What follows belongs to an exercise in optimizing a design on an open flow for small area; a production flow would make more cautious choices. Only simulation tests tie the RTL to the original design; equivalence was not proved.

Setup of job 5464:
## isa_core
module isa_core
(
    input  logic              clk,
    input  logic              rst_n,
    input  logic              run,
    input  logic              host_we,
    input  isa_pkg::reg_idx_t host_idx,
    input  isa_pkg::word_t    host_data,
    input  logic              instr_valid,
    input  isa_pkg::word_t    instr_data,
    output logic              fetch_req,
    output isa_pkg::pc_t      fetch_addr,
    output logic              wb_valid,
    output isa_pkg::reg_idx_t wb_idx,
    output isa_pkg::word_t    wb_data,
    output logic              io_stall
);
    logic                       clr;
    logic [3:0]                 ph;
    logic [3:0]                 ph_nxt;
    isa_pkg::word_t             instr;
    logic                       start;
    logic                       stepping;
    logic [isa_pkg::step_w-1:0] step;
    logic                       retire;
    logic                       zero;
    logic                       rs_bit;
    logic                       rt_bit;
    logic                       is_alu;
    logic                       is_mult;
    logic                       is_slt;
    logic                       is_add;
    logic                       inv_b;
    logic                       core_we;
    logic                       host_wr;
    logic                       rf_we;
    isa_pkg::reg_idx_t          rf_idx;
    isa_pkg::word_t             rf_data;
    isa_pkg::word_t             result;
    always_ff @(posedge clk or negedge rst_n)
    begin
        if (!rst_n)
        begin
            clr <= 1'b1;
            ph  <= '0;
        end
        else
        begin
            clr <= 1'b0;
            ph  <= ph_nxt;
        end
    end
    assign ph_nxt = ph + 4'd1;
    fetch_ctrl u_fetch_ctrl (
        .clk         (clk),
        .rst_n       (rst_n),
        .run         (run),
        .instr_valid (instr_valid),
        .instr_data  (instr_data),
        .zero        (zero),
        .fetch_req   (fetch_req),
  ...
Settings: LEC_CHECK=0, ABC_CLOCK_PERIOD_IN_PS=5500, CAP_MARGIN=20, CORE_MARGIN=2, CORE_UTILIZATION=55, GPL_TIMING_DRIVEN=0, SLEW_MARGIN=20; clock period 5.5 ns.
standard.sh (not shown) runs the stock make flow with config.mk's settings and CLKGATE_MAP_FILE= SYNTH_SCRIPT=/design/flow/synth_recipe.tcl, a recipe that flattens the netlist after the stock synthesis.
==> flow/flow/run.sh <==
#!/bin/bash
# The standard layout (standard.sh) with these changes:
#  - if flow/abc.script exists, synthesis (flow/synth.tcl, otherwise the
#    same as synth_recipe.tcl) maps the logic with that ABC script
#  - port buffers use the smallest buffer cell
#  - the clock tree is built from small clock buffers in small sink
#    clusters, without dummy loads
# The ORFS tools log to orfs/logs as usual; make's output goes to
# standard.log.
set -euo pipefail
here=$(pwd)
if [[ -f flow/abc.script ]]; then
  sed "s#SYNTH_SCRIPT=[^ ]*#SYNTH_SCRIPT=$here/flow/synth.tcl#" standard.sh > standard_own.sh
  export FLOW_ABC_SCRIPT=$here/flow/abc.script
else
  cp standard.sh standard_own.sh
fi
export BUFFER_PORTS_ARGS="-buffer_cell sky130_fd_sc_hd__buf_1"
export CTS_ARGS="-sink_clustering_enable -repair_clock_nets -dont_use_dummy_load -buf_list {sky130_fd_sc_hd__clkbuf_4} -sink_clustering_size 10 -sink_clustering_max_diameter 40"
bash standard_own.sh > standard.log 2>&1
The following lists how job 5906 was set up differently from job 5464:
Settings: a deleted GPL_TIMING_DRIVEN that had been 0.
==> flow/flow/run.sh <==
#!/bin/bash
# The standard layout (standard.sh) with these changes:
#  - synthesis (flow/synth.tcl) maps the register-file ring muxes to o22ai
#    cells before ABC maps the rest
#  - port buffers use the smallest buffer cell
#  - the clock tree is built from small clock buffers in small sink
#    clusters, without dummy loads
# The ORFS tools log to orfs/logs as usual; make's output goes to
# standard.log.
set -euo pipefail
here=$(pwd)
sed "s#SYNTH_SCRIPT=[^ ]*#SYNTH_SCRIPT=$here/flow/synth.tcl#" standard.sh > standard_own.sh
export FLOW_FLOW_DIR=$here/flow
export BUFFER_PORTS_ARGS="-buffer_cell sky130_fd_sc_hd__buf_1"
export CTS_ARGS="-sink_clustering_enable -repair_clock_nets -dont_use_dummy_load -buf_list {sky130_fd_sc_hd__clkbuf_4} -sink_clustering_size 10 -sink_clustering_max_diameter 40"
bash standard_own.sh > standard.log 2>&1
==> flow/flow/ringmux.v (new file) <==
// Map a 2:1 mux into one o22ai cell: Y = !((!S | !B) & (S | !A)) = S ? B : A.
// The inverters are left to ABC, which merges them with their drivers.
module \$_MUX_ (A, B, S, Y);
  input A, B, S;
  output Y;
  wire na, nb, ns;
  \$_NOT_ inv_a (.A(A), .Y(na));
  \$_NOT_ inv_b (.A(B), .Y(nb));
  \$_NOT_ inv_s (.A(S), .Y(ns));
  sky130_fd_sc_hd__o22ai_1 _TECHMAP_REPLACE_ (.A1(ns), .A2(nb), .B1(S), .B2(na), .Y(Y));
endmodule
==> flow/flow/synth.tcl (new file) <==
# The standard flow's synthesis script (synth_recipe.tcl) with one addition: just before
# the final ABC mapping, the 2:1 muxes that feed the register-file ring
# flip-flops are mapped to single o22ai cells (flow/ringmux.v), so every
# ring bit gets the same small cell. ABC maps the rest as usual. The
# flip-flops are mapped before this point, so the registers are the same
# as in the standard synthesis.
proc synth {args} { yosys synth -nofsm -noshare {*}$args }
proc abc {args} {
  yosys select -set ringmux {*}{c:u_reg_file.ring* %ci1:+[D] %ci1:+[Y] t:$_MUX_ %i}
  yosys select -count @ringmux
  yosys techmap -map $::env(FLOW_FLOW_DIR)/ringmux.v @ringmux
  yosys opt_expr
  yosys opt_merge
  yosys opt_expr
  yosys opt_clean
  yosys abc {*}$args
}
source $::env(SCRIPTS_DIR)/synth.tcl
# left out here: clear keep_hierarchy, flatten, clean up, hide names made inside functions, write 1_2_yosys.v
Findings:
Measured against each other, job 5464 and job 5906 differ in total global routing track utilization, the lower figure coming from job 5906.
Sort job 5464 and job 5906 by clock buffer instance count of the final layout, descending, and job 5464 comes first.
Measured against each other, job 5464 and job 5906 differ in die extent in x, the higher figure coming from job 5464.
Against job 5464, the final cell area of job 5906 is lower.
Min quantity of gates resized following cts across job 5464 and job 5906: job 5906
Compared with job 5464, job 5906 shows a lower detailed placement HPWL.
Utilization in job 5906 is 0.55 points higher than in job 5464
The clock input transition at the sequential cells of the worst setup and hold paths on job 5464 is in line with that on job 5906.
Compared to job 5464, the router laid down less metal wire for job 5906.
The inputs of job 717 differ from those of job 5906 as listed below.
Settings: CORE_UTILIZATION: 55 -> 80; PLACE_DENSITY: unset -> 0.9.
-- flow/flow/run.sh --
<<< job 5906, line 13
export FLOW_FLOW_DIR=$here/flow
export BUFFER_PORTS_ARGS="-buffer_cell sky130_fd_sc_hd__buf_1"
export CTS_ARGS="-sink_clustering_enable -repair_clock_nets -dont_use_dummy_load -buf_list {sky130_fd_sc_hd__clkbuf_4} -sink_clustering_size 10 -sink_clustering_max_diameter 40"
bash standard_own.sh > standard.log 2>&1
>>> job 717, line 13
export FLOW_FLOW_DIR=$here/flow
export BUFFER_PORTS_ARGS="-buffer_cell sky130_fd_sc_hd__buf_1"
export CTS_ARGS="-sink_clustering_enable -repair_clock_nets -dont_use_dummy_load -buf_list {sky130_fd_sc_hd__clkbuf_4} -sink_clustering_size 10 -sink_clustering_max_diameter 50"
bash standard_own.sh > standard.log 2>&1
==> flow/flow/abc.script (new file) <==
&get -n
&st
&dch
&nf
&st
&syn2
&if -g -K 6
&synch2
&nf
&st
&syn2
&if -g -K 6
&synch2
&nf
&st
&syn2
&if -g -K 6
&synch2
&nf
&st
&syn2
&if -g -K 6
&synch2
&nf
&st
&syn2
&if -g -K 6
&synch2
&nf
&put
topo
stime -c
-- flow/flow/synth.tcl --
<<< job 5906, line 4
# ring bit gets the same small cell. ABC maps the rest as usual. The
# flip-flops are mapped before this point, so the registers are the same
# as in the standard synthesis.
proc synth {args} { yosys synth -nofsm -noshare {*}$args }
proc abc {args} {
>>> job 717, line 4
# ring bit gets the same small cell. ABC maps the rest as usual. The
# flip-flops are mapped before this point, so the registers are the same
# as in the standard synthesis. If flow/abc.script exists, ABC runs that
# script instead of ORFS's speed script.
proc synth {args} { yosys synth -nofsm -noshare {*}$args }
proc abc {args} {
<<< job 5906, line 14
  yosys opt_expr
  yosys opt_clean
  yosys abc {*}$args
}
>>> job 717, line 15
  yosys opt_expr
  yosys opt_clean
  set i [lsearch -exact $args -script]
  if { $i >= 0 && [file exists $::env(FLOW_FLOW_DIR)/abc.script] } {
    lset args [expr {$i + 1}] $::env(FLOW_FLOW_DIR)/abc.script
  }
  yosys abc {*}$args
}
## What came out
The final layouts of job 5906 and job 717 pass the timing, design-rule and antenna checks. Diff job 5906 -> job 717: total wire length up 3200 um, final critical-path share of the clock period up 2.8 points, routed wire length per instance up 19%, combined area of all synthesized cells down 1.7%, portion of the layout cell area used by non-clock buffers down 0.27 points. Job 717 can be clocked slower than job 5906. Compared with job 5906, job 717 shows a total routed wire length on the met1 layer that is about 8% lower. Compared with job 5906, job 717 shows a higher worst hold slack. Job 717 vs. job 5906: initial core utilization went up by 25 points; final-layout clock-cell area share -0.19 points. Via count: job 717 vs job 5906 up about 10%.
Setup changes, job 717 to job 2243
Settings: PLACE_DENSITY: 0.9 -> 0.93; CORE_UTILIZATION: 80 -> 85.
-- flow/flow/run.sh --
<<< job 717, line 13
export FLOW_FLOW_DIR=$here/flow
export BUFFER_PORTS_ARGS="-buffer_cell sky130_fd_sc_hd__buf_1"
export CTS_ARGS="-sink_clustering_enable -repair_clock_nets -dont_use_dummy_load -buf_list {sky130_fd_sc_hd__clkbuf_4} -sink_clustering_size 10 -sink_clustering_max_diameter 50"
bash standard_own.sh > standard.log 2>&1
>>> job 2243, line 13
export FLOW_FLOW_DIR=$here/flow
export BUFFER_PORTS_ARGS="-buffer_cell sky130_fd_sc_hd__buf_1"
export CTS_ARGS="-sink_clustering_enable -repair_clock_nets -dont_use_dummy_load -buf_list {sky130_fd_sc_hd__clkbuf_4} -sink_clustering_size 10 -sink_clustering_max_diameter 40"
bash standard_own.sh > standard.log 2>&1
Findings:
In job 2243 relative to job 717, width of the die had gone down by a few percent. Changes observed in job 2243 relative to job 717: count of placed standard cells including taps decreased 0.90%; number of buffers created by CTS increased 1; quantity of hold-fixing buffers added after cts essentially unchanged. Mean instance size in the synthesized netlist essentially unchanged between job 2243 and job 717. Die span in y (job 2243 vs. job 717) decreases by a few percent. Job 717 finished every step from synthesis to the final layout, and the layout passed the timing, design-rule and antenna checks. global routing (5_1_grt): job 2243 exited with error. Sort job 2243 and job 717 by starting density of the core desc -> top: job 2243. On job 2243: floorplan row count is 4.5% lower than what job 717 gave. Comparing the two runs side by side, job 2243 comes out behind job 717 on HPWL reported at the end of detailed placement.
### job 2243 -> job 3172
Settings: swapping 85 for 80 in CORE_UTILIZATION; swapping 20 for 5 in CAP_MARGIN; swapping 0.93 for 0.9 in PLACE_DENSITY; swapping 20 for 5 in SLEW_MARGIN.
--- outcome ---
Diff job 2243 -> job 3172: area after detailed placement shows an increase of about 0.32%, chip width shows an increase of 3.0%, chip height shows an increase of about 3%.
Number of buffers added by the clock tree synthesis step: job 3172 > job 2243
Having completed the whole flow, job 3172 delivered a layout that passed the timing, design-rule and antenna checks.
On number of synthesized register bits, job 3172 tracks job 2243 almost exactly.
Going from job 2243 to job 3172, the initial cell density of the core was found to have gone down by 6.6 points.
In the metrics for job 2243 and job 3172, the one carrying the lower HPWL reported at the end of detailed placement is job 3172.
In the tables for job 2243 and job 3172, global placer's final weighted congestion reads lower with job 3172.

## static timing again, ports no longer ideal
How much do the figures lean on ideal ports? The routed layouts below were timed once more, with nothing changed but the port constraints. Step 1, drivers: a clkbuf_16 drives clk and a buf_2 each remaining input, both assumed. Step 2, shift: input delay + t, output delay - t, t = (earliest + latest rising clock arrival at the registers) / 2. This alone moves slack from input paths to output paths. a / b / c = ideal ports / drivers / drivers and shift; a / b = the first two.
| run | t (ns) | slack for setup (ns) | hold WS [ns] |
|---|---|---|---|
| job 5464 | 0.697 | 0.241 / 0.241 / -0.338 | 0.342 / 0.342 / 0.342 |
| job 5906 | 0.668 | 0.468 / 0.468 / -0.179 | 0.333 / 0.333 / 0.333 |
| job 717 | 0.690 | 0.316 / 0.334 / -0.356 | 0.397 / 0.385 / 0.397 |
| job 3172 | 0.666 | 0.303 / 0.320 / -0.347 | 0.325 / 0.325 / 0.325 |
With both steps, setup timing fails in every run listed, where it was met with ideal ports. The setup slack of job 717, which loses most, moves by +0.018 ns with the drivers and by -0.672 ns with both steps.
